From an optimization exercise on the open Yosys and OpenROAD flow, aimed at small area and a short achievable clock period; shortcuts taken in it are not production practice. The RTL was checked by simulation tests, not by an equivalence proof against the original design. Power figures rest on the tool's default switching activity, not on a simulated workload.

`design.v`:
```
package cpuPkg;
	localparam int instrWidth = 18;  
	localparam int regAddrWidth = 4;  
	localparam int regCount = 16;  
	localparam int opcodeMsb = 17;
	localparam int opcodeLsb = 12;
	localparam int a1Msb = 11;  
	localparam int a1Lsb = 8;
	localparam int a2Msb = 7;  
	localparam int a2Lsb = 4;
	localparam int immMsb = 3;  
	localparam int immLsb = 0;
	typedef logic [instrWidth-1:0] instr_t;
	typedef logic [regAddrWidth-1:0] regAddr_t;
	typedef enum logic [5:0] {
		opNop = 6'h00,
		opAdd = 6'h01,
		opSub = 6'h02,
		opAnd = 6'h03,
		opOr = 6'h04,
		opXor = 6'h05,
		opSlt = 6'h06,
		opAddi = 6'h07,  
		opMult = 6'h08,  
		opMfhi = 6'h09,
		opMflo = 6'h0A
	} opcode_t;
	localparam int selCount = 9;
	localparam int selAdd = 0;
	localparam int selSub = 1;
	localparam int selAnd = 2;
	localparam int selOr = 3;
	localparam int selXor = 4;
	localparam int selSlt = 5;
	localparam int selAddi = 6;
	localparam int selHi = 7;
	localparam int selLo = 8;
endpackage
module registerFile #(
	parameter int dataWidth = 16
) (
	input logic clk,
	input logic rst,
	input cpuPkg::regAddr_t ra1,  
	input cpuPkg::regAddr_t ra2,  
	output logic [dataWidth-1:0] rd1,
	output logic [dataWidth-1:0] rd2,
	input logic we,  
	input cpuPkg::regAddr_t wa,
	input logic [dataWidth-1:0] wd
);
	logic [dataWidth-1:0] regs [cpuPkg::regCount];  
	logic [dataWidth-1:0] wdR;
	logic [cpuPkg::regCount-1:0] weR;
	assign wdR = wd & {dataWidth{~rst}};
	always_comb begin
		for (int i = 0; i < cpuPkg::regCount; i++) begin
			weR[i] = rst | (we && (wa == i));
		end
	end
	always_ff @(posedge clk) begin
		for (int i = 0; i < cpuPkg::regCount; i++) begin
			if (weR[i]) regs[i] <= wdR;
		end
	end
	logic [cpuPkg::regCount-1:0] sel1, sel2;  
	always_comb begin
		for (int i = 0; i < cpuPkg::regCount; i++) begin
			sel1[i] = (ra1 == i);
			sel2[i] = (ra2 == i);
		end
	end
	always_comb begin
		rd1 = '0;
		rd2 = '0;
		for (int i = 0; i < cpuPkg::regCount; i++) begin
			rd1 = rd1 | (regs[i] & {dataWidth{sel1[i]}});
			rd2 = rd2 | (regs[i] & {dataWidth{sel2[i]}});
		end
	end
endmodule
module aluUnit #(
	parameter int dataWidth = 16
) (
	input logic [dataWidth-1:0] a,
	input logic [dataWidth-1:0] b,  
	input logic [cpuPkg::selCount-1:0] sel,  
	input logic sub,  
	output logic [dataWidth-1:0] y
);
	logic [dataWidth-1:0] sum;
	logic less;
	logic [dataWidth:0] sumC;
	assign sumC = {a, sub} + {b, sub};
	assign sum = sumC[dataWidth:1];
	assign less = (a[dataWidth-1] ^ ~b[dataWidth-1]) ? a[dataWidth-1] : sum[dataWidth-1];
	always_comb begin
		y = '0;
		if (sel[cpuPkg::selAdd] | sel[cpuPkg::selSub] | sel[cpuPkg::selAddi]) y = y | sum;
		if (sel[cpuPkg::selAnd]) y = y | (a & b);
		if (sel[cpuPkg::selOr]) y = y | (a | b);
		if (sel[cpuPkg::selXor]) y = y | (a ^ b);
		if (sel[cpuPkg::selSlt]) y = y | {{(dataWidth-1){1'b0}}, less};
	end
endmodule
module hiLoUnit #(
	parameter int dataWidth = 16
) (
	input logic clk,
	input logic rst,
	input logic we,  
	input logic [dataWidth-1:0] a,
	input logic [dataWidth-1:0] b,
	output logic [dataWidth-1:0] hi,
	output logic [dataWidth-1:0] lo,
	output logic valid  
);
	localparam int lowBits = 6;
	localparam int w = 2 * dataWidth;
	logic [w-1:0] x, y, z;
	logic [lowBits-1:0] lfs, lfc;  
	logic [lowBits:0] lowSum;
	logic [lowBits-1:0] hlLow;  
	logic hlCa, hlCb;  
	logic [w-1:lowBits] hlX, hlY, hlZ;  
	logic [w-1:lowBits] fs, fc;  
	logic [w-lowBits:0] upSum;
	logic hlValid;  
	logic [w-1:0] product;
	csMult csMult_i (.a(a), .b(b), .x(x), .y(y), .z(z));
	assign lfs = x[lowBits-1:0] ^ y[lowBits-1:0] ^ z[lowBits-1:0];
	assign lfc = (x[lowBits-1:0] & y[lowBits-1:0]) | (x[lowBits-1:0] & z[lowBits-1:0])
		| (y[lowBits-1:0] & z[lowBits-1:0]);
	assign lowSum = {1'b0, lfs} + {1'b0, lfc[lowBits-2:0], 1'b0};
	always_ff @(posedge clk) begin
		if (rst) hlValid <= 1'b0;
		else if (we) hlValid <= 1'b1;
	end
	always_ff @(posedge clk) begin
		if (we) begin
			hlLow <= lowSum[lowBits-1:0];
			hlCa <= lowSum[lowBits];
			hlCb <= lfc[lowBits-1];
			hlX <= x[w-1:lowBits];
			hlY <= y[w-1:lowBits];
			hlZ <= z[w-1:lowBits];
		end
	end
	assign fs = hlX ^ hlY ^ hlZ;
	assign fc = {(hlX[w-2:lowBits] & hlY[w-2:lowBits])
		| (hlX[w-2:lowBits] & hlZ[w-2:lowBits])
		| (hlY[w-2:lowBits] & hlZ[w-2:lowBits]), hlCb};
	assign upSum = {fs, hlCa} + {fc, hlCa};
	assign product = {upSum[w-lowBits:1], hlLow};
	assign valid = hlValid;
	assign hi = product[w-1:dataWidth];
	assign lo = product[dataWidth-1:0];
endmodule
module csMult (
	input logic [15:0] a,
	input logic [15:0] b,
	output logic [31:0] x,
	output logic [31:0] y,
	output logic [31:0] z
);
	logic pp [16][16];
	for (genvar i = 0; i < 16; i++) begin : g_pp
		for (genvar j = 0; j < 16; j++) begin : g_ppj
			assign pp[i][j] = b[i] & a[j];
		end
	end
	logic c2, c4, c6, c8, c10, c12, c14, c16, c18, c20, c22, c24, c26, c28, c30, c32, c34, c36, c38, c40;
	logic c42, c44, c46, c48, c50, c52, c54, c56, c58, c60, c62, c64, c66, c68, c70, c72, c74, c76, c78, c80;
	logic c82, c84, c86, c88, c90, c92, c94, c96, c98, c100, c102, c104, c106, c108, c110, c112, c114, c116, c118, c120;
	logic c122, c124, c126, c128, c130, c132, c134, c136, c138, c140, c142, c144, c146, c148, c150, c152, c154, c156, c158, c160;
	logic c162, c164, c166, c168, c170, c172, c174, c176, c178, c180, c182, c184, c186, c188, c190, c192, c194, c196, c198, c200;
	logic c202, c204, c206, c208, c210, c212, c214, c216, c218, c220, c222, c224, c226, c228, c230, c232, c234, c236, c238, c240;
	logic c242, c244, c246, c248, c250, c252, c254, c256, c258, c260, c262, c264, c266, c268, c270, c272, c274, c276, c278, c280;
	logic c282, c284, c286, c288, c290, c292, c294, c296, c298, c300, c302, c304, c306, c308, c310, c312, c314, c316, c318, c320;
	logic c322, c324, c326, c328, c330, c332, c334, c336, c338, c340, c342, c344, c346, c348, c350, c352, c354, c356, c358, c360;
	logic c362, c364, c366, c368, c370, c372, c374, c376, c378, c380, s1, s3, s5, s7, s9, s11, s13, s15, s17, s19;
	logic s21, s23, s25, s27, s29, s31, s33, s35, s37, s39, s41, s43, s45, s47, s49, s51, s53, s55, s57, s59;
	logic s61, s63, s65, s67, s69, s71, s73, s75, s77, s79, s81, s83, s85, s87, s89, s91, s93, s95, s97, s99;
	logic s101, s103, s105, s107, s109, s111, s113, s115, s117, s119, s121, s123, s125, s127, s129, s131, s133, s135, s137, s139;
	logic s141, s143, s145, s147, s149, s151, s153, s155, s157, s159, s161, s163, s165, s167, s169, s171, s173, s175, s177, s179;
	logic s181, s183, s185, s187, s189, s191, s193, s195, s197, s199, s201, s203, s205, s207, s209, s211, s213, s215, s217, s219;
	logic s221, s223, s225, s227, s229, s231, s233, s235, s237, s239, s241, s243, s245, s247, s249, s251, s253, s255, s257, s259;
	logic s261, s263, s265, s267, s269, s271, s273, s275, s277, s279, s281, s283, s285, s287, s289, s291, s293, s295, s297, s299;
	logic s301, s303, s305, s307, s309, s311, s313, s315, s317, s319, s321, s323, s325, s327, s329, s331, s333, s335, s337, s339;
	logic s341, s343, s345, s347, s349, s351, s353, s355, s357, s359, s361, s363, s365, s367, s369, s371, s373, s375, s377, s379;
	assign s1 = pp[0][13] ^ pp[10][3];
	assign c2 = pp[0][13] & pp[10][3];
	assign s3 = pp[0][14] ^ pp[10][4] ^ pp[11][3];
	assign c4 = (pp[0][14] & pp[10][4]) | (pp[0][14] & pp[11][3]) | (pp[10][4] & pp[11][3]);
	assign s5 = pp[12][2] ^ pp[13][1];
	assign c6 = pp[12][2] & pp[13][1];
	assign s7 = pp[0][15] ^ pp[10][5] ^ pp[11][4];
	assign c8 = (pp[0][15] & pp[10][5]) | (pp[0][15] & pp[11][4]) | (pp[10][5] & pp[11][4]);
	assign s9 = pp[12][3] ^ pp[13][2] ^ pp[14][1];
	assign c10 = (pp[12][3] & pp[13][2]) | (pp[12][3] & pp[14][1]) | (pp[13][2] & pp[14][1]);
	assign s11 = pp[15][0] ^ pp[1][14];
	assign c12 = pp[15][0] & pp[1][14];
	assign s13 = pp[10][6] ^ pp[11][5] ^ pp[12][4];
	assign c14 = (pp[10][6] & pp[11][5]) | (pp[10][6] & pp[12][4]) | (pp[11][5] & pp[12][4]);
	assign s15 = pp[13][3] ^ pp[14][2] ^ pp[15][1];
	assign c16 = (pp[13][3] & pp[14][2]) | (pp[13][3] & pp[15][1]) | (pp[14][2] & pp[15][1]);
	assign s17 = pp[1][15] ^ pp[2][14];
	assign c18 = pp[1][15] & pp[2][14];
	assign s19 = pp[10][7] ^ pp[11][6] ^ pp[12][5];
	assign c20 = (pp[10][7] & pp[11][6]) | (pp[10][7] & pp[12][5]) | (pp[11][6] & pp[12][5]);
	assign s21 = pp[13][4] ^ pp[14][3] ^ pp[15][2];
	assign c22 = (pp[13][4] & pp[14][3]) | (pp[13][4] & pp[15][2]) | (pp[14][3] & pp[15][2]);
	assign s23 = pp[10][8] ^ pp[11][7] ^ pp[12][6];
	assign c24 = (pp[10][8] & pp[11][7]) | (pp[10][8] & pp[12][6]) | (pp[11][7] & pp[12][6]);
	assign s25 = pp[0][9] ^ pp[1][8];
	assign c26 = pp[0][9] & pp[1][8];
	assign s27 = pp[0][10] ^ pp[10][0] ^ pp[1][9];
	assign c28 = (pp[0][10] & pp[10][0]) | (pp[0][10] & pp[1][9]) | (pp[10][0] & pp[1][9]);
	assign s29 = pp[2][8] ^ pp[3][7];
	assign c30 = pp[2][8] & pp[3][7];
	assign s31 = pp[0][11] ^ pp[10][1] ^ pp[11][0];
	assign c32 = (pp[0][11] & pp[10][1]) | (pp[0][11] & pp[11][0]) | (pp[10][1] & pp[11][0]);
	assign s33 = pp[1][10] ^ pp[2][9] ^ pp[3][8];
	assign c34 = (pp[1][10] & pp[2][9]) | (pp[1][10] & pp[3][8]) | (pp[2][9] & pp[3][8]);
	assign s35 = pp[4][7] ^ pp[5][6];
	assign c36 = pp[4][7] & pp[5][6];
	assign s37 = pp[0][12] ^ pp[10][2] ^ pp[11][1];
	assign c38 = (pp[0][12] & pp[10][2]) | (pp[0][12] & pp[11][1]) | (pp[10][2] & pp[11][1]);
	assign s39 = pp[12][0] ^ pp[1][11] ^ pp[2][10];
	assign c40 = (pp[12][0] & pp[1][11]) | (pp[12][0] & pp[2][10]) | (pp[1][11] & pp[2][10]);
	assign s41 = pp[3][9] ^ pp[4][8] ^ pp[5][7];
	assign c42 = (pp[3][9] & pp[4][8]) | (pp[3][9] & pp[5][7]) | (pp[4][8] & pp[5][7]);
	assign s43 = pp[6][6] ^ pp[7][5];
	assign c44 = pp[6][6] & pp[7][5];
	assign s45 = pp[11][2] ^ pp[12][1] ^ pp[13][0];
	assign c46 = (pp[11][2] & pp[12][1]) | (pp[11][2] & pp[13][0]) | (pp[12][1] & pp[13][0]);
	assign s47 = pp[1][12] ^ pp[2][11] ^ pp[3][10];
	assign c48 = (pp[1][12] & pp[2][11]) | (pp[1][12] & pp[3][10]) | (pp[2][11] & pp[3][10]);
	assign s49 = pp[4][9] ^ pp[5][8] ^ pp[6][7];
	assign c50 = (pp[4][9] & pp[5][8]) | (pp[4][9] & pp[6][7]) | (pp[5][8] & pp[6][7]);
	assign s51 = pp[7][6] ^ pp[8][5] ^ pp[9][4];
	assign c52 = (pp[7][6] & pp[8][5]) | (pp[7][6] & pp[9][4]) | (pp[8][5] & pp[9][4]);
	assign s53 = pp[14][0] ^ pp[1][13] ^ pp[2][12];
	assign c54 = (pp[14][0] & pp[1][13]) | (pp[14][0] & pp[2][12]) | (pp[1][13] & pp[2][12]);
	assign s55 = pp[3][11] ^ pp[4][10] ^ pp[5][9];
	assign c56 = (pp[3][11] & pp[4][10]) | (pp[3][11] & pp[5][9]) | (pp[4][10] & pp[5][9]);
	assign s57 = pp[6][8] ^ pp[7][7] ^ pp[8][6];
	assign c58 = (pp[6][8] & pp[7][7]) | (pp[6][8] & pp[8][6]) | (pp[7][7] & pp[8][6]);
	assign s59 = pp[9][5] ^ c2 ^ s5;
	assign c60 = (pp[9][5] & c2) | (pp[9][5] & s5) | (c2 & s5);
	assign s61 = pp[2][13] ^ pp[3][12] ^ pp[4][11];
	assign c62 = (pp[2][13] & pp[3][12]) | (pp[2][13] & pp[4][11]) | (pp[3][12] & pp[4][11]);
	assign s63 = pp[5][10] ^ pp[6][9] ^ pp[7][8];
	assign c64 = (pp[5][10] & pp[6][9]) | (pp[5][10] & pp[7][8]) | (pp[6][9] & pp[7][8]);
	assign s65 = pp[8][7] ^ pp[9][6] ^ c6;
	assign c66 = (pp[8][7] & pp[9][6]) | (pp[8][7] & c6) | (pp[9][6] & c6);
	assign s67 = s11 ^ c4 ^ s7;
	assign c68 = (s11 & c4) | (s11 & s7) | (c4 & s7);
	assign s69 = pp[3][13] ^ pp[4][12] ^ pp[5][11];
	assign c70 = (pp[3][13] & pp[4][12]) | (pp[3][13] & pp[5][11]) | (pp[4][12] & pp[5][11]);
	assign s71 = pp[6][10] ^ pp[7][9] ^ pp[8][8];
	assign c72 = (pp[6][10] & pp[7][9]) | (pp[6][10] & pp[8][8]) | (pp[7][9] & pp[8][8]);
	assign s73 = pp[9][7] ^ c12 ^ s17;
	assign c74 = (pp[9][7] & c12) | (pp[9][7] & s17) | (c12 & s17);
	assign s75 = c10 ^ c8 ^ s13;
	assign c76 = (c10 & c8) | (c10 & s13) | (c8 & s13);
	assign s77 = pp[2][15] ^ pp[3][14] ^ pp[4][13];
	assign c78 = (pp[2][15] & pp[3][14]) | (pp[2][15] & pp[4][13]) | (pp[3][14] & pp[4][13]);
	assign s79 = pp[5][12] ^ pp[6][11] ^ pp[7][10];
	assign c80 = (pp[5][12] & pp[6][11]) | (pp[5][12] & pp[7][10]) | (pp[6][11] & pp[7][10]);
	assign s81 = pp[8][9] ^ pp[9][8] ^ c18;
	assign c82 = (pp[8][9] & pp[9][8]) | (pp[8][9] & c18) | (pp[9][8] & c18);
	assign s83 = c14 ^ c16 ^ s19;
	assign c84 = (c14 & c16) | (c14 & s19) | (c16 & s19);
	assign s85 = pp[13][5] ^ pp[14][4] ^ pp[15][3];
	assign c86 = (pp[13][5] & pp[14][4]) | (pp[13][5] & pp[15][3]) | (pp[14][4] & pp[15][3]);
	assign s87 = pp[3][15] ^ pp[4][14] ^ pp[5][13];
	assign c88 = (pp[3][15] & pp[4][14]) | (pp[3][15] & pp[5][13]) | (pp[4][14] & pp[5][13]);
	assign s89 = pp[6][12] ^ pp[7][11] ^ pp[8][10];
	assign c90 = (pp[6][12] & pp[7][11]) | (pp[6][12] & pp[8][10]) | (pp[7][11] & pp[8][10]);
	assign s91 = pp[9][9] ^ c20 ^ c22;
	assign c92 = (pp[9][9] & c20) | (pp[9][9] & c22) | (c20 & c22);
	assign s93 = pp[10][9] ^ pp[11][8] ^ pp[12][7];
	assign c94 = (pp[10][9] & pp[11][8]) | (pp[10][9] & pp[12][7]) | (pp[11][8] & pp[12][7]);
	assign s95 = pp[13][6] ^ pp[14][5] ^ pp[15][4];
	assign c96 = (pp[13][6] & pp[14][5]) | (pp[13][6] & pp[15][4]) | (pp[14][5] & pp[15][4]);
	assign s97 = pp[4][15] ^ pp[5][14] ^ pp[6][13];
	assign c98 = (pp[4][15] & pp[5][14]) | (pp[4][15] & pp[6][13]) | (pp[5][14] & pp[6][13]);
	assign s99 = pp[7][12] ^ pp[8][11] ^ pp[9][10];
	assign c100 = (pp[7][12] & pp[8][11]) | (pp[7][12] & pp[9][10]) | (pp[8][11] & pp[9][10]);
	assign s101 = pp[10][10] ^ pp[11][9] ^ pp[12][8];
	assign c102 = (pp[10][10] & pp[11][9]) | (pp[10][10] & pp[12][8]) | (pp[11][9] & pp[12][8]);
	assign s103 = pp[13][7] ^ pp[14][6] ^ pp[15][5];
	assign c104 = (pp[13][7] & pp[14][6]) | (pp[13][7] & pp[15][5]) | (pp[14][6] & pp[15][5]);
	assign s105 = pp[5][15] ^ pp[6][14] ^ pp[7][13];
	assign c106 = (pp[5][15] & pp[6][14]) | (pp[5][15] & pp[7][13]) | (pp[6][14] & pp[7][13]);
	assign s107 = pp[10][11] ^ pp[11][10] ^ pp[12][9];
	assign c108 = (pp[10][11] & pp[11][10]) | (pp[10][11] & pp[12][9]) | (pp[11][10] & pp[12][9]);
	assign s109 = pp[13][8] ^ pp[14][7] ^ pp[15][6];
	assign c110 = (pp[13][8] & pp[14][7]) | (pp[13][8] & pp[15][6]) | (pp[14][7] & pp[15][6]);
	assign s111 = pp[10][12] ^ pp[11][11] ^ pp[12][10];
	assign c112 = (pp[10][12] & pp[11][11]) | (pp[10][12] & pp[12][10]) | (pp[11][11] & pp[12][10]);
	assign s113 = pp[0][6] ^ pp[1][5];
	assign c114 = pp[0][6] & pp[1][5];
	assign s115 = pp[0][7] ^ pp[1][6] ^ pp[2][5];
	assign c116 = (pp[0][7] & pp[1][6]) | (pp[0][7] & pp[2][5]) | (pp[1][6] & pp[2][5]);
	assign s117 = pp[3][4] ^ pp[4][3];
	assign c118 = pp[3][4] & pp[4][3];
	assign s119 = pp[0][8] ^ pp[1][7] ^ pp[2][6];
	assign c120 = (pp[0][8] & pp[1][7]) | (pp[0][8] & pp[2][6]) | (pp[1][7] & pp[2][6]);
	assign s121 = pp[3][5] ^ pp[4][4] ^ pp[5][3];
	assign c122 = (pp[3][5] & pp[4][4]) | (pp[3][5] & pp[5][3]) | (pp[4][4] & pp[5][3]);
	assign s123 = pp[6][2] ^ pp[7][1];
	assign c124 = pp[6][2] & pp[7][1];
	assign s125 = pp[2][7] ^ pp[3][6] ^ pp[4][5];
	assign c126 = (pp[2][7] & pp[3][6]) | (pp[2][7] & pp[4][5]) | (pp[3][6] & pp[4][5]);
	assign s127 = pp[5][4] ^ pp[6][3] ^ pp[7][2];
	assign c128 = (pp[5][4] & pp[6][3]) | (pp[5][4] & pp[7][2]) | (pp[6][3] & pp[7][2]);
	assign s129 = pp[8][1] ^ pp[9][0] ^ s25;
	assign c130 = (pp[8][1] & pp[9][0]) | (pp[8][1] & s25) | (pp[9][0] & s25);
	assign s131 = pp[4][6] ^ pp[5][5] ^ pp[6][4];
	assign c132 = (pp[4][6] & pp[5][5]) | (pp[4][6] & pp[6][4]) | (pp[5][5] & pp[6][4]);
	assign s133 = pp[7][3] ^ pp[8][2] ^ pp[9][1];
	assign c134 = (pp[7][3] & pp[8][2]) | (pp[7][3] & pp[9][1]) | (pp[8][2] & pp[9][1]);
	assign s135 = c26 ^ s29 ^ s27;
	assign c136 = (c26 & s29) | (c26 & s27) | (s29 & s27);
	assign s137 = pp[6][5] ^ pp[7][4] ^ pp[8][3];
	assign c138 = (pp[6][5] & pp[7][4]) | (pp[6][5] & pp[8][3]) | (pp[7][4] & pp[8][3]);
	assign s139 = pp[9][2] ^ c30 ^ s35;
	assign c140 = (pp[9][2] & c30) | (pp[9][2] & s35) | (c30 & s35);
	assign s141 = c28 ^ s31 ^ s33;
	assign c142 = (c28 & s31) | (c28 & s33) | (s31 & s33);
	assign s143 = pp[8][4] ^ pp[9][3] ^ c36;
	assign c144 = (pp[8][4] & pp[9][3]) | (pp[8][4] & c36) | (pp[9][3] & c36);
	assign s145 = s43 ^ c32 ^ c34;
	assign c146 = (s43 & c32) | (s43 & c34) | (c32 & c34);
	assign s147 = s37 ^ s39 ^ s41;
	assign c148 = (s37 & s39) | (s37 & s41) | (s39 & s41);
	assign s149 = c44 ^ s1 ^ c38;
	assign c150 = (c44 & s1) | (c44 & c38) | (s1 & c38);
	assign s151 = c40 ^ c42 ^ s45;
	assign c152 = (c40 & c42) | (c40 & s45) | (c42 & s45);
	assign s153 = s47 ^ s49 ^ s51;
	assign c154 = (s47 & s49) | (s47 & s51) | (s49 & s51);
	assign s155 = c46 ^ c48 ^ c50;
	assign c156 = (c46 & c48) | (c46 & c50) | (c48 & c50);
	assign s157 = c52 ^ s3 ^ s53;
	assign c158 = (c52 & s3) | (c52 & s53) | (s3 & s53);
	assign s159 = s55 ^ s57 ^ s59;
	assign c160 = (s55 & s57) | (s55 & s59) | (s57 & s59);
	assign s161 = c54 ^ c56 ^ c58;
	assign c162 = (c54 & c56) | (c54 & c58) | (c56 & c58);
	assign s163 = s61 ^ s63 ^ s9;
	assign c164 = (s61 & s63) | (s61 & s9) | (s63 & s9);
	assign s165 = c60 ^ s65 ^ s67;
	assign c166 = (c60 & s65) | (c60 & s67) | (s65 & s67);
	assign s167 = c62 ^ c64 ^ s15;
	assign c168 = (c62 & c64) | (c62 & s15) | (c64 & s15);
	assign s169 = s69 ^ s71 ^ c66;
	assign c170 = (s69 & s71) | (s69 & c66) | (s71 & c66);
	assign s171 = s73 ^ c68 ^ s75;
	assign c172 = (s73 & c68) | (s73 & s75) | (c68 & s75);
	assign s173 = c70 ^ c72 ^ s21;
	assign c174 = (c70 & c72) | (c70 & s21) | (c72 & s21);
	assign s175 = s77 ^ s79 ^ c74;
	assign c176 = (s77 & s79) | (s77 & c74) | (s79 & c74);
	assign s177 = s81 ^ c76 ^ s83;
	assign c178 = (s81 & c76) | (s81 & s83) | (c76 & s83);
	assign s179 = c78 ^ c80 ^ s23;
	assign c180 = (c78 & c80) | (c78 & s23) | (c80 & s23);
	assign s181 = s85 ^ s87 ^ s89;
	assign c182 = (s85 & s87) | (s85 & s89) | (s87 & s89);
	assign s183 = c82 ^ c84 ^ s91;
	assign c184 = (c82 & c84) | (c82 & s91) | (c84 & s91);
	assign s185 = c24 ^ c86 ^ c88;
	assign c186 = (c24 & c86) | (c24 & c88) | (c86 & c88);
	assign s187 = c90 ^ s93 ^ s95;
	assign c188 = (c90 & s93) | (c90 & s95) | (s93 & s95);
	assign s189 = s97 ^ s99 ^ c92;
	assign c190 = (s97 & s99) | (s97 & c92) | (s99 & c92);
	assign s191 = pp[8][12] ^ pp[9][11] ^ c100;
	assign c192 = (pp[8][12] & pp[9][11]) | (pp[8][12] & c100) | (pp[9][11] & c100);
	assign s193 = c94 ^ c96 ^ c98;
	assign c194 = (c94 & c96) | (c94 & c98) | (c96 & c98);
	assign s195 = s101 ^ s103 ^ s105;
	assign c196 = (s101 & s103) | (s101 & s105) | (s103 & s105);
	assign s197 = pp[6][15] ^ pp[7][14] ^ pp[8][13];
	assign c198 = (pp[6][15] & pp[7][14]) | (pp[6][15] & pp[8][13]) | (pp[7][14] & pp[8][13]);
	assign s199 = pp[9][12] ^ c102 ^ c104;
	assign c200 = (pp[9][12] & c102) | (pp[9][12] & c104) | (c102 & c104);
	assign s201 = c106 ^ s107 ^ s109;
	assign c202 = (c106 & s107) | (c106 & s109) | (s107 & s109);
	assign s203 = pp[13][9] ^ pp[14][8] ^ pp[15][7];
	assign c204 = (pp[13][9] & pp[14][8]) | (pp[13][9] & pp[15][7]) | (pp[14][8] & pp[15][7]);
	assign s205 = pp[7][15] ^ pp[8][14] ^ pp[9][13];
	assign c206 = (pp[7][15] & pp[8][14]) | (pp[7][15] & pp[9][13]) | (pp[8][14] & pp[9][13]);
	assign s207 = c108 ^ c110 ^ s111;
	assign c208 = (c108 & c110) | (c108 & s111) | (c110 & s111);
	assign s209 = pp[10][13] ^ pp[11][12] ^ pp[12][11];
	assign c210 = (pp[10][13] & pp[11][12]) | (pp[10][13] & pp[12][11]) | (pp[11][12] & pp[12][11]);
	assign s211 = pp[13][10] ^ pp[14][9] ^ pp[15][8];
	assign c212 = (pp[13][10] & pp[14][9]) | (pp[13][10] & pp[15][8]) | (pp[14][9] & pp[15][8]);
	assign s213 = pp[8][15] ^ pp[9][14] ^ c112;
	assign c214 = (pp[8][15] & pp[9][14]) | (pp[8][15] & c112) | (pp[9][14] & c112);
	assign s215 = pp[10][14] ^ pp[11][13] ^ pp[12][12];
	assign c216 = (pp[10][14] & pp[11][13]) | (pp[10][14] & pp[12][12]) | (pp[11][13] & pp[12][12]);
	assign s217 = pp[13][11] ^ pp[14][10] ^ pp[15][9];
	assign c218 = (pp[13][11] & pp[14][10]) | (pp[13][11] & pp[15][9]) | (pp[14][10] & pp[15][9]);
	assign s219 = pp[10][15] ^ pp[11][14] ^ pp[12][13];
	assign c220 = (pp[10][15] & pp[11][14]) | (pp[10][15] & pp[12][13]) | (pp[11][14] & pp[12][13]);
	assign s221 = pp[0][4] ^ pp[1][3];
	assign c222 = pp[0][4] & pp[1][3];
	assign s223 = pp[0][5] ^ pp[1][4] ^ pp[2][3];
	assign c224 = (pp[0][5] & pp[1][4]) | (pp[0][5] & pp[2][3]) | (pp[1][4] & pp[2][3]);
	assign s225 = pp[3][2] ^ pp[4][1];
	assign c226 = pp[3][2] & pp[4][1];
	assign s227 = pp[2][4] ^ pp[3][3] ^ pp[4][2];
	assign c228 = (pp[2][4] & pp[3][3]) | (pp[2][4] & pp[4][2]) | (pp[3][3] & pp[4][2]);
	assign s229 = pp[5][1] ^ pp[6][0] ^ s113;
	assign c230 = (pp[5][1] & pp[6][0]) | (pp[5][1] & s113) | (pp[6][0] & s113);
	assign s231 = pp[5][2] ^ pp[6][1] ^ pp[7][0];
	assign c232 = (pp[5][2] & pp[6][1]) | (pp[5][2] & pp[7][0]) | (pp[6][1] & pp[7][0]);
	assign s233 = c114 ^ s117 ^ s115;
	assign c234 = (c114 & s117) | (c114 & s115) | (s117 & s115);
	assign s235 = pp[8][0] ^ c118 ^ s123;
	assign c236 = (pp[8][0] & c118) | (pp[8][0] & s123) | (c118 & s123);
	assign s237 = c116 ^ s119 ^ s121;
	assign c238 = (c116 & s119) | (c116 & s121) | (s119 & s121);
	assign s239 = c124 ^ c120 ^ c122;
	assign c240 = (c124 & c120) | (c124 & c122) | (c120 & c122);
	assign s241 = s125 ^ s127 ^ s129;
	assign c242 = (s125 & s127) | (s125 & s129) | (s127 & s129);
	assign s243 = c126 ^ c128 ^ s131;
	assign c244 = (c126 & c128) | (c126 & s131) | (c128 & s131);
	assign s245 = s133 ^ c130 ^ s135;
	assign c246 = (s133 & c130) | (s133 & s135) | (c130 & s135);
	assign s247 = c132 ^ c134 ^ s137;
	assign c248 = (c132 & c134) | (c132 & s137) | (c134 & s137);
	assign s249 = s139 ^ c136 ^ s141;
	assign c250 = (s139 & c136) | (s139 & s141) | (c136 & s141);
	assign s251 = c138 ^ c140 ^ s143;
	assign c252 = (c138 & c140) | (c138 & s143) | (c140 & s143);
	assign s253 = c142 ^ s145 ^ s147;
	assign c254 = (c142 & s145) | (c142 & s147) | (s145 & s147);
	assign s255 = c144 ^ c146 ^ c148;
	assign c256 = (c144 & c146) | (c144 & c148) | (c146 & c148);
	assign s257 = s149 ^ s151 ^ s153;
	assign c258 = (s149 & s151) | (s149 & s153) | (s151 & s153);
	assign s259 = c150 ^ c152 ^ c154;
	assign c260 = (c150 & c152) | (c150 & c154) | (c152 & c154);
	assign s261 = s155 ^ s157 ^ s159;
	assign c262 = (s155 & s157) | (s155 & s159) | (s157 & s159);
	assign s263 = c156 ^ c158 ^ s161;
	assign c264 = (c156 & c158) | (c156 & s161) | (c158 & s161);
	assign s265 = s163 ^ c160 ^ s165;
	assign c266 = (s163 & c160) | (s163 & s165) | (c160 & s165);
	assign s267 = c162 ^ c164 ^ s167;
	assign c268 = (c162 & c164) | (c162 & s167) | (c164 & s167);
	assign s269 = s169 ^ c166 ^ s171;
	assign c270 = (s169 & c166) | (s169 & s171) | (c166 & s171);
	assign s271 = c168 ^ s173 ^ c170;
	assign c272 = (c168 & s173) | (c168 & c170) | (s173 & c170);
	assign s273 = s175 ^ c172 ^ s177;
	assign c274 = (s175 & c172) | (s175 & s177) | (c172 & s177);
	assign s275 = c174 ^ s179 ^ s181;
	assign c276 = (c174 & s179) | (c174 & s181) | (s179 & s181);
	assign s277 = c176 ^ c178 ^ s183;
	assign c278 = (c176 & c178) | (c176 & s183) | (c178 & s183);
	assign s279 = c180 ^ c182 ^ s185;
	assign c280 = (c180 & c182) | (c180 & s185) | (c182 & s185);
	assign s281 = s187 ^ c184 ^ s189;
	assign c282 = (s187 & c184) | (s187 & s189) | (c184 & s189);
	assign s283 = c186 ^ c188 ^ s191;
	assign c284 = (c186 & c188) | (c186 & s191) | (c188 & s191);
	assign s285 = s193 ^ s195 ^ c190;
	assign c286 = (s193 & s195) | (s193 & c190) | (s195 & c190);
	assign s287 = s197 ^ c192 ^ c194;
	assign c288 = (s197 & c192) | (s197 & c194) | (c192 & c194);
	assign s289 = c196 ^ s199 ^ s201;
	assign c290 = (c196 & s199) | (c196 & s201) | (s199 & s201);
	assign s291 = c198 ^ s203 ^ s205;
	assign c292 = (c198 & s203) | (c198 & s205) | (s203 & s205);
	assign s293 = c200 ^ c202 ^ s207;
	assign c294 = (c200 & c202) | (c200 & s207) | (c202 & s207);
	assign s295 = c204 ^ c206 ^ s209;
	assign c296 = (c204 & c206) | (c204 & s209) | (c206 & s209);
	assign s297 = s211 ^ c208 ^ s213;
	assign c298 = (s211 & c208) | (s211 & s213) | (c208 & s213);
	assign s299 = pp[9][15] ^ c210 ^ c212;
	assign c300 = (pp[9][15] & c210) | (pp[9][15] & c212) | (c210 & c212);
	assign s301 = s215 ^ s217 ^ c214;
	assign c302 = (s215 & s217) | (s215 & c214) | (s217 & c214);
	assign s303 = pp[13][12] ^ pp[14][11] ^ pp[15][10];
	assign c304 = (pp[13][12] & pp[14][11]) | (pp[13][12] & pp[15][10]) | (pp[14][11] & pp[15][10]);
	assign s305 = c216 ^ c218 ^ s219;
	assign c306 = (c216 & c218) | (c216 & s219) | (c218 & s219);
	assign s307 = pp[11][15] ^ pp[12][14] ^ pp[13][13];
	assign c308 = (pp[11][15] & pp[12][14]) | (pp[11][15] & pp[13][13]) | (pp[12][14] & pp[13][13]);
	assign s309 = pp[14][12] ^ pp[15][11] ^ c220;
	assign c310 = (pp[14][12] & pp[15][11]) | (pp[14][12] & c220) | (pp[15][11] & c220);
	assign s311 = pp[12][15] ^ pp[13][14] ^ pp[14][13];
	assign c312 = (pp[12][15] & pp[13][14]) | (pp[12][15] & pp[14][13]) | (pp[13][14] & pp[14][13]);
	assign s313 = pp[0][3] ^ pp[1][2];
	assign c314 = pp[0][3] & pp[1][2];
	assign s315 = pp[2][2] ^ pp[3][1] ^ pp[4][0];
	assign c316 = (pp[2][2] & pp[3][1]) | (pp[2][2] & pp[4][0]) | (pp[3][1] & pp[4][0]);
	assign s317 = pp[5][0] ^ c222 ^ s225;
	assign c318 = (pp[5][0] & c222) | (pp[5][0] & s225) | (c222 & s225);
	assign s319 = c226 ^ c224 ^ s227;
	assign c320 = (c226 & c224) | (c226 & s227) | (c224 & s227);
	assign s321 = c228 ^ s231 ^ c230;
	assign c322 = (c228 & s231) | (c228 & c230) | (s231 & c230);
	assign s323 = c232 ^ s235 ^ c234;
	assign c324 = (c232 & s235) | (c232 & c234) | (s235 & c234);
	assign s325 = c236 ^ c238 ^ s239;
	assign c326 = (c236 & c238) | (c236 & s239) | (c238 & s239);
	assign s327 = c240 ^ s243 ^ c242;
	assign c328 = (c240 & s243) | (c240 & c242) | (s243 & c242);
	assign s329 = c244 ^ s247 ^ c246;
	assign c330 = (c244 & s247) | (c244 & c246) | (s247 & c246);
	assign s331 = c248 ^ s251 ^ c250;
	assign c332 = (c248 & s251) | (c248 & c250) | (s251 & c250);
	assign s333 = c252 ^ c254 ^ s255;
	assign c334 = (c252 & c254) | (c252 & s255) | (c254 & s255);
	assign s335 = c256 ^ c258 ^ s259;
	assign c336 = (c256 & c258) | (c256 & s259) | (c258 & s259);
	assign s337 = c260 ^ s263 ^ c262;
	assign c338 = (c260 & s263) | (c260 & c262) | (s263 & c262);
	assign s339 = c264 ^ s267 ^ c266;
	assign c340 = (c264 & s267) | (c264 & c266) | (s267 & c266);
	assign s341 = c268 ^ s271 ^ c270;
	assign c342 = (c268 & s271) | (c268 & c270) | (s271 & c270);
	assign s343 = s275 ^ c272 ^ c274;
	assign c344 = (s275 & c272) | (s275 & c274) | (c272 & c274);
	assign s345 = c276 ^ s279 ^ c278;
	assign c346 = (c276 & s279) | (c276 & c278) | (s279 & c278);
	assign s347 = c280 ^ s283 ^ c282;
	assign c348 = (c280 & s283) | (c280 & c282) | (s283 & c282);
	assign s349 = c284 ^ s287 ^ s289;
	assign c350 = (c284 & s287) | (c284 & s289) | (s287 & s289);
	assign s351 = s291 ^ c288 ^ c290;
	assign c352 = (s291 & c288) | (s291 & c290) | (c288 & c290);
	assign s353 = c292 ^ s295 ^ c294;
	assign c354 = (c292 & s295) | (c292 & c294) | (s295 & c294);
	assign s355 = c296 ^ s299 ^ c298;
	assign c356 = (c296 & s299) | (c296 & c298) | (s299 & c298);
	assign s357 = s303 ^ c300 ^ s305;
	assign c358 = (s303 & c300) | (s303 & s305) | (c300 & s305);
	assign s359 = c304 ^ s307 ^ c306;
	assign c360 = (c304 & s307) | (c304 & c306) | (s307 & c306);
	assign s361 = pp[15][12] ^ c308 ^ s311;
	assign c362 = (pp[15][12] & c308) | (pp[15][12] & s311) | (c308 & s311);
	assign s363 = pp[13][15] ^ pp[14][14] ^ pp[15][13];
	assign c364 = (pp[13][15] & pp[14][14]) | (pp[13][15] & pp[15][13]) | (pp[14][14] & pp[15][13]);
	assign s365 = s293 ^ c350 ^ s351;
	assign c366 = (s293 & c350) | (s293 & s351) | (c350 & s351);
	assign s367 = s297 ^ c352 ^ s353;
	assign c368 = (s297 & c352) | (s297 & s353) | (c352 & s353);
	assign s369 = s301 ^ c354 ^ s355;
	assign c370 = (s301 & c354) | (s301 & s355) | (c354 & s355);
	assign s371 = c302 ^ s357 ^ c356;
	assign c372 = (c302 & s357) | (c302 & c356) | (s357 & c356);
	assign s373 = s309 ^ c358 ^ s359;
	assign c374 = (s309 & c358) | (s309 & s359) | (c358 & s359);
	assign s375 = c310 ^ s361 ^ c360;
	assign c376 = (c310 & s361) | (c310 & c360) | (s361 & c360);
	assign s377 = c312 ^ s363 ^ c362;
	assign c378 = (c312 & s363) | (c312 & c362) | (s363 & c362);
	assign s379 = pp[14][15] ^ pp[15][14] ^ c364;
	assign c380 = (pp[14][15] & pp[15][14]) | (pp[14][15] & c364) | (pp[15][14] & c364);
	assign x = {1'b0, pp[15][15], s379, s377, c374, s373, c370, c368, c366, s365, c286, s285, s281, s277, s273, s269, c336, s261, s257, s253, s249, c326, s241, s237, c320, c318, c316, c314, pp[2][1], pp[0][2], pp[0][1], pp[0][0]};
	assign y = {1'b0, c380, c378, c376, s375, c372, s371, s369, s367, 1'b0, s349, c346, c344, c342, c340, c338, s265, c334, c332, c330, c328, s245, c324, c322, s233, s229, s223, s221, pp[3][0], pp[1][1], pp[1][0], 1'b0};
	assign z = {1'b0, 1'b0, 1'b0, 1'b0, 1'b0, 1'b0, 1'b0, 1'b0, 1'b0, 1'b0, c348, s347, s345, s343, s341, s339, s337, s335, s333, s331, s329, s327, s325, s323, s321, s319, s317, s315, s313, pp[2][0], 1'b0, 1'b0};
endmodule
module decodeStage #(
	parameter int dataWidth = 16
) (
	input logic clk,
	input logic rst,
	input logic instrValid,  
	input cpuPkg::instr_t instr,
	input logic wbValid,  
	input cpuPkg::regAddr_t wbAddr,
	input logic [dataWidth-1:0] wbData,
	input logic [dataWidth-1:0] exResult,  
	output logic [dataWidth-1:0] exRd1,
	output logic [dataWidth-1:0] exRd2,  
	output cpuPkg::regAddr_t exWriteAddr,
	output logic exWriteEn,
	output logic exMult,  
	output logic [cpuPkg::selCount-1:0] exSel,  
	output logic exSub  
);
	logic [5:0] opcode;
	cpuPkg::regAddr_t a1F, a2F, immF;  
	logic [dataWidth-1:0] rd1, rd2;
	logic [cpuPkg::selCount-1:0] sel;
	logic dstIsA2;
	logic fwdEx1, fwdEx2, fwdWb1, fwdWb2, fwdRf1, fwdRf2;
	assign opcode = instr[cpuPkg::opcodeMsb:cpuPkg::opcodeLsb];
	assign a1F = instr[cpuPkg::a1Msb:cpuPkg::a1Lsb];
	assign a2F = instr[cpuPkg::a2Msb:cpuPkg::a2Lsb];
	assign immF = instr[cpuPkg::immMsb:cpuPkg::immLsb];
	registerFile #(.dataWidth(dataWidth)) registerFile_i (
		.clk(clk), .rst(rst),
		.ra1(a1F), .ra2(a2F), .rd1(rd1), .rd2(rd2),
		.we(wbValid), .wa(wbAddr), .wd(wbData)
	);
	always_comb begin
		sel = '0;
		case (opcode)
			cpuPkg::opAdd: sel[cpuPkg::selAdd] = 1'b1;
			cpuPkg::opSub: sel[cpuPkg::selSub] = 1'b1;
			cpuPkg::opAnd: sel[cpuPkg::selAnd] = 1'b1;
			cpuPkg::opOr: sel[cpuPkg::selOr] = 1'b1;
			cpuPkg::opXor: sel[cpuPkg::selXor] = 1'b1;
			cpuPkg::opSlt: sel[cpuPkg::selSlt] = 1'b1;
			cpuPkg::opAddi: sel[cpuPkg::selAddi] = 1'b1;
			cpuPkg::opMfhi: sel[cpuPkg::selHi] = 1'b1;
			cpuPkg::opMflo: sel[cpuPkg::selLo] = 1'b1;
			default: ;  
		endcase
	end
	assign dstIsA2 = (opcode == cpuPkg::opAddi);  
	assign fwdEx1 = exWriteEn && (exWriteAddr == a1F);
	assign fwdEx2 = exWriteEn && (exWriteAddr == a2F);
	assign fwdWb1 = !fwdEx1 && wbValid && (wbAddr == a1F);
	assign fwdWb2 = !fwdEx2 && wbValid && (wbAddr == a2F);
	assign fwdRf1 = !fwdEx1 && !fwdWb1;
	assign fwdRf2 = !fwdEx2 && !fwdWb2;
	always_ff @(posedge clk) begin
		if (rst) begin
			exWriteEn <= 1'b0;
			exMult <= 1'b0;
		end else begin
			exWriteEn <= instrValid & (|sel);  
			exMult <= instrValid & (opcode == cpuPkg::opMult);
		end
	end
	always_ff @(posedge clk) begin
		exRd1 <= (exResult & {dataWidth{fwdEx1}})
			| (wbData & {dataWidth{fwdWb1}})
			| (rd1 & {dataWidth{fwdRf1}});
		if (sel[cpuPkg::selAddi]) begin
			exRd2 <= {{(dataWidth-cpuPkg::regAddrWidth){1'b0}}, immF};
		end else begin
			exRd2 <= ((exResult & {dataWidth{fwdEx2}})
				| (wbData & {dataWidth{fwdWb2}})
				| (rd2 & {dataWidth{fwdRf2}}))
				^ {dataWidth{sel[cpuPkg::selSub] | sel[cpuPkg::selSlt]}};
		end
		exWriteAddr <= dstIsA2 ? a2F : immF;
		exSel <= sel;
		exSub <= sel[cpuPkg::selSub] | sel[cpuPkg::selSlt];
	end
endmodule
module executeStage #(
	parameter int dataWidth = 16
) (
	input logic clk,
	input logic rst,
	input logic [dataWidth-1:0] exRd1,  
	input logic [dataWidth-1:0] exRd2,
	input cpuPkg::regAddr_t exWriteAddr,
	input logic exWriteEn,
	input logic exMult,
	input logic [cpuPkg::selCount-1:0] exSel,
	input logic exSub,
	output logic wbValid,  
	output cpuPkg::regAddr_t wbAddr,
	output logic [dataWidth-1:0] wbData,
	output logic [dataWidth-1:0] exResult  
);
	logic [dataWidth-1:0] srcA, srcB;
	logic [dataWidth-1:0] aluY;
	logic [dataWidth-1:0] hi, lo;
	logic hiLoValid;  
	logic [dataWidth-1:0] result;
	assign srcA = exRd1;
	assign srcB = exRd2;
	aluUnit #(.dataWidth(dataWidth)) aluUnit_i (
		.a(srcA),
		.b(srcB),
		.sel(exSel),
		.sub(exSub),
		.y(aluY)
	);
	hiLoUnit #(.dataWidth(dataWidth)) hiLoUnit_i (
		.clk(clk),
		.rst(rst),
		.we(exMult),
		.a(srcA),
		.b(srcB),
		.hi(hi),
		.lo(lo),
		.valid(hiLoValid)
	);
	assign result = aluY
		| (hi & {dataWidth{exSel[cpuPkg::selHi] & hiLoValid}})
		| (lo & {dataWidth{exSel[cpuPkg::selLo] & hiLoValid}});
	assign exResult = result;
	always_ff @(posedge clk) begin
		if (rst) begin
			wbValid <= 1'b0;
		end else begin
			wbValid <= exWriteEn;  
		end
	end
	always_ff @(posedge clk) begin
		wbAddr <= exWriteAddr;
		wbData <= result;
	end
endmodule
module cpuPipeline #(
	parameter int dataWidth = 16
) (
	input logic clk,
	input logic rst,
	input logic instrValid,
	input cpuPkg::instr_t instr,
	output logic wbValid,
	output cpuPkg::regAddr_t wbAddr,
	output logic [dataWidth-1:0] wbData
);
	logic [dataWidth-1:0] exRd1, exRd2;
	logic [dataWidth-1:0] exResult;
	cpuPkg::regAddr_t exWriteAddr;
	logic exWriteEn;
	logic exMult;
	logic [cpuPkg::selCount-1:0] exSel;
	logic exSub;
	decodeStage #(.dataWidth(dataWidth)) decodeStage_i (
		.clk(clk), .rst(rst), .instrValid(instrValid), .instr(instr),
		.wbValid(wbValid), .wbAddr(wbAddr), .wbData(wbData),
		.exRd1(exRd1), .exRd2(exRd2), .exResult(exResult),
		.exWriteAddr(exWriteAddr), .exWriteEn(exWriteEn),
		.exMult(exMult), .exSel(exSel), .exSub(exSub)
	);
	executeStage #(.dataWidth(dataWidth)) executeStage_i (
		.clk(clk), .rst(rst),
		.exRd1(exRd1), .exRd2(exRd2),
		.exWriteAddr(exWriteAddr), .exWriteEn(exWriteEn),
		.exMult(exMult), .exSel(exSel), .exSub(exSub),
		.wbValid(wbValid), .wbAddr(wbAddr), .wbData(wbData),
		.exResult(exResult)
	);
endmodule
```
`flow/run.sh`:
```
#!/bin/bash
# The standard layout (standard.sh, standard synthesis included) with two
# changes: the port buffers are buf_4 cells rather than the delay cells
# buffer_ports picks by itself, and clock tree synthesis adds no dummy loads and
# clusters up to 20 registers per leaf buffer.
set -euo pipefail
export BUFFER_PORTS_ARGS="-buffer_cell sky130_fd_sc_hd__buf_4"
export CTS_ARGS="-sink_clustering_enable -repair_clock_nets -dont_use_dummy_load -sink_clustering_size 20 -sink_clustering_max_diameter 100"
bash standard.sh > standard.log 2>&1
```
`standard.sh`:
```
#!/bin/bash
# synth_recipe.tcl (not shown) runs the flow's synth.tcl, then flattens the netlist and writes it again
# the make line also repeats each setting of config.mk as NAME=value (left out here)
make -C /OpenROAD-flow-scripts/flow DESIGN_CONFIG=/design/flow/config.mk WORK_HOME=/design/flow/orfs CLKGATE_MAP_FILE= SYNTH_SCRIPT=/design/flow/synth_recipe.tcl "${@:-finish}"
```
`config.mk`:
```
export PLATFORM = sky130hd
export DESIGN_NAME = cpuPipeline
export DESIGN_NICKNAME = cpuPipeline
export VERILOG_FILES = /design/flow/design.v
export SDC_FILE = /design/flow/constraint.sdc
export NUM_CORES = 4
export LEC_CHECK = 0
export CAP_MARGIN = 20
export CORE_MARGIN = 2
export CORE_UTILIZATION = 40
export SETUP_SLACK_MARGIN = 4.25
export SLEW_MARGIN = 20
```
`constraint.sdc`:
```
create_clock -name core_clock -period 7.5 [get_ports {clk}]
set_input_delay 1.5000 -clock core_clock [delete_from_list [all_inputs] [get_ports {clk}]]
set_output_delay 1.5000 -clock core_clock [all_outputs]
set_load 0.01 [all_outputs]
```
==> out/metrics.csv, run 1 <==
metric;value;unit
synth_top_cell_by_area;edfxtp_1;
syn_inst;2275;
hp-class;register to register;
avgViaCountPerCell;6.16;
grt_pass1_vias;20300;
r2r_slack;3.87;ns
mostFrequentLayoutCells;edfxtp_1, nor2_1, inv_1;
slew_viol_final;0;
post-place-ws;3.29;ns
wl;92600;um
power.density;200;nW/um2
overflow;0;
cts_buffers;24;
rsz0062_at_grt;true;
clock_sinks;399;
path_cells;fa_1, ha_1, a21oi_2, nor2b_2, a311o_2, a211oi_4, buf_12, a31o_4, mux2_4, a221oi_4, mux2_4, a21oi_2;
seq_area_frac_synth;0.446;
finalNonFillerCells;3245;
end_kind;register;
syn_area;25300;um2
critPathKind;register to register;
core;62700;um2
crit_fanout;3;
clk_latency;0.60;ns
ir_drop;0.217;mV
regToRegStartpoint;executeStage_i.hiLoUnit_i.hlX[6];
start_kind;register;
slowest_delay;0.51;ns
startpoint;executeStage_i.hiLoUnit_i.hlX[6];
worst_slew_pin_slew;1.11;ns
grt_max_degree;60;
synth.area.top_cells;edfxtp_1, fa_1, dfxtp_1, ha_1, nor2_1;
wl_per_cell;28.5;um
clockBufferDepth;3;
grt_pass1_wl;135000;um
antennaDiodeCount;0;
drive_gt1_frac;0.233;
hold_buffers;0;
synth_top_area_frac;0.391;
area_growth;18.2;%
synth_edf_count;329;
dominantRegCellSynth;edfxtp_1;
p_leak;11.6;nW
final_common_cell;edfxtp_1;
cts_tree;yes;
layout_setup_ws;3.87;ns
drc;0;
firstDrtPassIters;6;
dp_hpwl;61000;um
status;no timing/DRC/antenna violations;
via_count;20000;
rows;92;
die_area;65200;um2
async_flop_share;0;
cts-root-buf;clkbuf_16;
final_hold_viol_count;0;
fin_nets;2705;
worst_clock_skew;0.0652;ns
gp_congestion;0.973;
synth_area_per_cell;11.1;um2
layout_worst_path_cycle_share;0.484;
yosysUniqueCellTypes;88;
clk_pin_slew;0.09;ns
critPathCapture;decodeStage_i.exRd2[10];
slew_headroom;0.258;
arrival;4.11;ns
fmax;0.276;GHz
drv_cap;0;
start_util;0.403;
r2r.worst_path.cells;12;
antenna_found_initial;0;
die_x;255;um
grtUsageTotal;0.279;
drt_iter0_markers;2593;
post-route-min-period;3.63;ns
numPortBuffers;41;
dp.cells;3086;
ant_nets;0;
synth_nets;2579;
setup_viol;0;
yosys_warnings;8;
required;7.98;ns
ctsHtreeMaxLevel;1;
cp_slowest_cell;fa_1;
fin_tns_setup;0;ns
pin_count;42;
hp-start;decodeStage_i.exWriteAddr[0];
die_y;255;um
ys_ff_latch;399;
r2r_end;decodeStage_i.exRd2[10];
-- worst min-delay path by stage --
stage | endpoint | depth (start not counted)
6_report | executeStage_i.wbAddr[0] | 0
5_1_grt | executeStage_i.wbAddr[0] | 0
4_1_cts | executeStage_i.wbAddr[0] | 0
3_3_place_gp | executeStage_i.wbAddr[1] | 0
2_1_floorplan | executeStage_i.wbAddr[0] | 0
3_5_place_dp | executeStage_i.wbAddr[1] | 0
-- critical path, delay by kind of cell, from the launching register on --
| kind | cells | cell delay, ns |
|---|---|---|
| DFF | 1 | 0.41 |
| adders and majority gates | 2 | 0.84 |
| AOI/OAI and AO/OA | 6 | 1.40 |
| muxes | 2 | 0.68 |
| and+or+nand+nor | 1 | 0.06 |
| buffers and inverters | 1 | 0.17 |
-- logic make-up (layout without fill, tap and decap cells) --
group	count (synthesis)	count (layout)	share of synthesized area
AO/OA/AOI/OAI	500	500	0.146
XOR/XNOR	45	45	0.0156
adder cells (fa/ha/maj)	283	283	0.200
buffers and inverters	366	490	0.0558
flip-flops	399	399	0.446
multiplexers	41	41	0.0173
AND/OR/NAND/NOR	641	641	0.119
-- cells in the mapped netlist (15+ instances only) --
library cell / instances
nand3_1: 41
fa_1: 200
clkbuf_1: 88
xnor2_1: 23
ha_1: 83
dfxtp_1: 70
nor2b_1: 25
o21ai_1: 18
inv_1: 234
a22o_1: 70
nand2_1: 177
nand4_1: 34
nor3_1: 26
o21ai_0: 64
a22oi_1: 104
nor2_1: 254
a21oi_1: 66
edfxtp_1: 329
xor2_1: 22
buf_2: 21
nand2b_1: 15
a221oi_1: 75
mux2i_1: 29
-- report_power, final --
group | switching [mW] | total, mW | internal, mW | leakage [nW]
clock | 0.710 | 1.28 | 0.567 | 0.296
sequential | 0.178 | 2.81 | 2.63 | 3.91
combinational | 1.13 | 1.87 | 0.742 | 7.39
total | 2.02 | 5.96 | 3.94 | 11.6
-- routing by layer --
metal / global-route usage / wire length, um / vias up
met5: 0 / 0 / -
met4: 0.173 / 7080 / 0
met3: 0.0547 / 8890 / 422
met2: 0.449 / 42700 / 1326
met1: 0.347 / 33900 / 9891
li1: - / - / 8355
-- sequential cells by signal (all words and copies together), names as in the netlist, 9 cells and up --
register	cells
decodeStage_i.exRd2	16
executeStage_i.wbData	16
executeStage_i.hiLoUnit_i.hlZ	16
executeStage_i.hiLoUnit_i.hlX	25
decodeStage_i.exSel	9
decodeStage_i.exRd1	16
executeStage_i.hiLoUnit_i.hlY	24
decodeStage_i.registerFile_i.regs	256
-- final cells by class --
type                    instances  area (um2)
clock buffers                  24         601
well taps                     846        1060
inverters                     245        1040
multi-input cells            1510       13800
repair buffers                221        1940
flip-flops and latches        399       11400
fillers                      5591       32900
-- metrics by stage --
step                instance area, um2  utilization  total power, mW  hold WS [ns]
floorplan                        25700            -             3.80         0.373
global placement                 26900        0.429             4.37         0.409
detailed placement               26900        0.429             4.40         0.402
CTS                              28900        0.461             5.85         0.374
global route                     29900        0.476             6.26         0.386
finish                           29900        0.476             5.96         0.385
-- timing repair --
action	4_1_cts	5_1_grt
setup endpoints to repair	75	59
endpoints found under the hold margin	0	0
pin swaps	39	66
buffers inserted	88	47
resized for setup	196	155
==> run 2: changes to the inputs <==
--- a/config.mk
+++ b/config.mk
@@ -8,5 +8,5 @@
 export CAP_MARGIN = 20
 export CORE_MARGIN = 2
 export CORE_UTILIZATION = 40
-export SETUP_SLACK_MARGIN = 4.25
+export SETUP_SLACK_MARGIN = 4.1
 export SLEW_MARGIN = 20
==> out/metrics.csv, run 2 <==
metric;value;unit;change
mostFrequentLayoutCells;edfxtp_1, nor2_1, inv_1;;
yosysUniqueCellTypes;88;;unchanged
yosys_warnings;8;;unchanged
wl;91500;um;-1.1%
highest-signal-layer;met4;;
die_area;65200;um2;unchanged
fmax;0.275;GHz;-0.26%
wirelength_met1;33900;um;about the same
multi_input_comb_area;13600;um2;-2.1%
synth_area_per_cell;11.1;um2;unchanged
crit_buf_inv;1;;unchanged
start_kind;register;;
switching_share;0.337;;-0.00198
fin_tns_setup;0;ns;unchanged
numPortBuffers;41;;unchanged
antennaDiodeCount;0;;unchanged
ant_nets;0;;unchanged
comb_power_share;0.297;;-0.017
drt_iter0_markers;2453;;-5.4%
path_cells;fa_1, ha_4, a21oi_2, nor2b_1, a311o_2, a211oi_4, buf_12, a31o_4, mux2_4, a221oi_4, mux2_4, a21oi_2;;
post-route-min-period;3.64;ns;+0.00959 ns
final_common_cell;edfxtp_1;;
arrival;4.12;ns;about the same
fill_cells;5741;;+2.7%
slew_headroom;0.255;;-0.00363
clockBufferDepth;3;;unchanged
ir_drop;0.215;mV;-0.98%
layout_worst_path_cycle_share;0.485;;+0.00128
clk_latency;0.61;ns;about the same
antenna_found_initial;1;;+1
fin_nets;2668;;-1.4%
rows;92;;unchanged
final_hold_viol_count;0;;unchanged
cp_slowest_cell;fa_1;;
syn_inst;2275;;unchanged
start_util;0.403;;unchanged
hold_buffers;0;;unchanged
async_flop_share;0;;unchanged
syn_area;25300;um2;unchanged
total_power;5.82;mW;-2.3%
cts_tree;yes;;
critPathTopFamily;compound AO/OA/AOI/OAI gates;;
overflow;0;;unchanged
p_leak;11.4;nW;-2.0%
wl_met3;9460;um;+6.4%
power.internal;3.86;mW;-2.0%
status;no timing/DRC/antenna violations;;
drv_cap;0;;unchanged
drive_gt1_frac;0.189;;-0.0442
synth.area.top_cells;edfxtp_1, fa_1, dfxtp_1, ha_1, nor2_1;;
critPathKind;register to register;;
synth_nets;2579;;unchanged
p_sw;1.96;mW;-2.9%
cts_buffers;24;;unchanged
synth_common_cells;edfxtp_1, nor2_1, inv_1;;
area_growth;15.2;%;
setup_viol;0;;unchanged
synth_top_cell_by_area;edfxtp_1;;
crit_fanout;5;;+2
slowest_delay;0.60;ns;+0.09 ns
worst_slew_pin_slew;1.12;ns;+0.00422 ns
largest_register_ffs;256;;unchanged
gp_congestion;0.933;;-4.1%
wl_per_cell;28.5;um;about the same
slew_viol_final;0;;unchanged
reg.largest.list;decodeStage_i.registerFile_i.regs x256, executeStage_i.hiLoUnit_i.hlX x25, executeStage_i.hiLoUnit_i.hlY x24;;
grt_pass1_vias;19900;;-1.8%
die_y;255;um;unchanged
power.density;200;nW/um2;+0.24%
top_register;decodeStage_i.registerFile_i.regs;;
grtUsageTotal;0.277;;-0.00264
via_count;19800;;-1.1%
synth_top_area_frac;0.391;;unchanged
ys_ff_latch;399;;unchanged
pwr-share-clk;0.220;;+0.006
end_kind;register;;
clk_pin_slew;0.09;ns;about the same
synth_most_common_cell;edfxtp_1;;
sequentialPowerShare;0.482;;+0.011
dominantRegCellSynth;edfxtp_1;;
required;7.99;ns;about the same
seq_area_frac_synth;0.446;;unchanged
core;62700;um2;unchanged
rsz0062_at_grt;true;;
grt_max_degree;60;;unchanged
die_x;255;um;unchanged
pin_count;42;;unchanged
dp_hpwl;61100;um;+0.19%
clock_sinks;399;;unchanged
firstDrtPassIters;6;;unchanged
met2_length;42500;um;-0.52%
hp-class;register to register;;
drc;0;;unchanged
seq_area;11400;um2;-0.15%
avgViaCountPerCell;6.16;;about the same
cts-root-buf;clkbuf_16;;
synth_edf_count;329;;unchanged
grt_pass1_wl;134000;um;-1.4%
ctsHtreeMaxLevel;1;;unchanged
worst_clock_skew;0.0720;ns;+0.00673 ns
[run 2: layout make-up]
| class | count | share of cell area |
|---|---|---|
| tap | 846 | 0.0364 |
| sequential | 399 | 0.391 |
| inverter | 245 | 0.0351 |
| multi-input combinational | 1510 | 0.466 |
| timing repair inverter | 1 | 0.000172 |
| clock buffer | 24 | 0.0206 |
| timing repair buffer | 183 | 0.0515 |
[run 2: per-stage QoR]
stage               cells   util  hold slack, ns  worst slack (ns)  area (um2)
finish               3208  0.464           0.381              3.86       29100
CTS                  3179  0.455           0.394              3.78       28500
floorplan            2275      -           0.373              4.07       25400
global route         3208  0.464           0.407              3.78       29100
detailed placement   3084  0.427           0.396              3.10       26800
global placement     3084  0.427           0.397              3.13       26800
[run 2: metal layers]
| layer | global-route usage | up-vias |
|---|---|---|
| li1 | - | 8307 |
| met1 | 0.349 | 9882 |
| met2 | 0.453 | 1260 |
| met3 | 0.0506 | 317 |
| met4 | 0.147 | 0 |
| met5 | 0 | - |
[run 2: final timing paths]
| path | startpoint | to | slack, ns | depth (start not counted) |
|---|---|---|---|---|
| setup / recovery | executeStage_i.hiLoUnit_i.hlX[8] | decodeStage_i.exRd2[10] | 3.86 | 12 |
| hold / removal | decodeStage_i.exWriteAddr[2] | executeStage_i.wbAddr[2] | 0.38 | 0 |
| setup reg to reg | executeStage_i.hiLoUnit_i.hlX[8] | decodeStage_i.exRd2[10] | 3.86 | 12 |
| hold reg to reg | decodeStage_i.exWriteAddr[2] | executeStage_i.wbAddr[2] | 0.38 | 0 |
[run 2: power by group through the flow]
stage | registers, mW | clock network, mW | logic, mW
after global routing | 2.82 | 1.37 | 1.92
final | 2.81 | 1.28 | 1.73
after global placement | 2.84 | 0 | 1.52
after CTS | 2.80 | 1.30 | 1.66
after floorplan | 2.75 | 0 | 1.04
after detailed placement | 2.84 | 0 | 1.55
[run 2: what timing repair did]
action	in CTS	in global routing
gates resized for setup	141	86
pin swaps	32	43
setup endpoints to repair	64	60
setup buffers	70	29
cloned	1	0
[run 2: logic make-up after synthesis]
group	share of synthesized area
compound gates	0.146
xor+xnor	0.0156
fa+ha+maj	0.200
buf+inv	0.0558
flops	0.446
mux	0.0173
simple gates	0.119

-- port drivers added, routing unchanged --
Ports are ideal in the flow. The routed layouts listed here were re-timed in OpenROAD. Step 1 assumes that a clkbuf_16 drives the clock port and a buf_2 every other input. Step 2, shift: input delay + t, output delay - t, t = (earliest + latest rising clock arrival at the registers) / 2. This alone moves slack from input paths to output paths. Three values: ideal ports, drivers, drivers and shift; two values: the first two.
run	t, ns	slack for setup (ns)	hold slack, ns	latest minus earliest clock arrival (ns)	worst register clock-pin slew, ns
run 1	0.623	3.872 / 3.872 / 3.458	0.385 / 0.385 / 0.385	0.066 / 0.065	0.09 / 0.09
run 2	0.635	3.862 / 3.862 / 3.342	0.381 / 0.381 / 0.381	0.075 / 0.075	0.09 / 0.09
After both steps setup and hold are still met in every run listed. For run 2, which loses most, drivers alone change the setup slack by 0.000 ns; drivers and shift together by -0.520 ns.
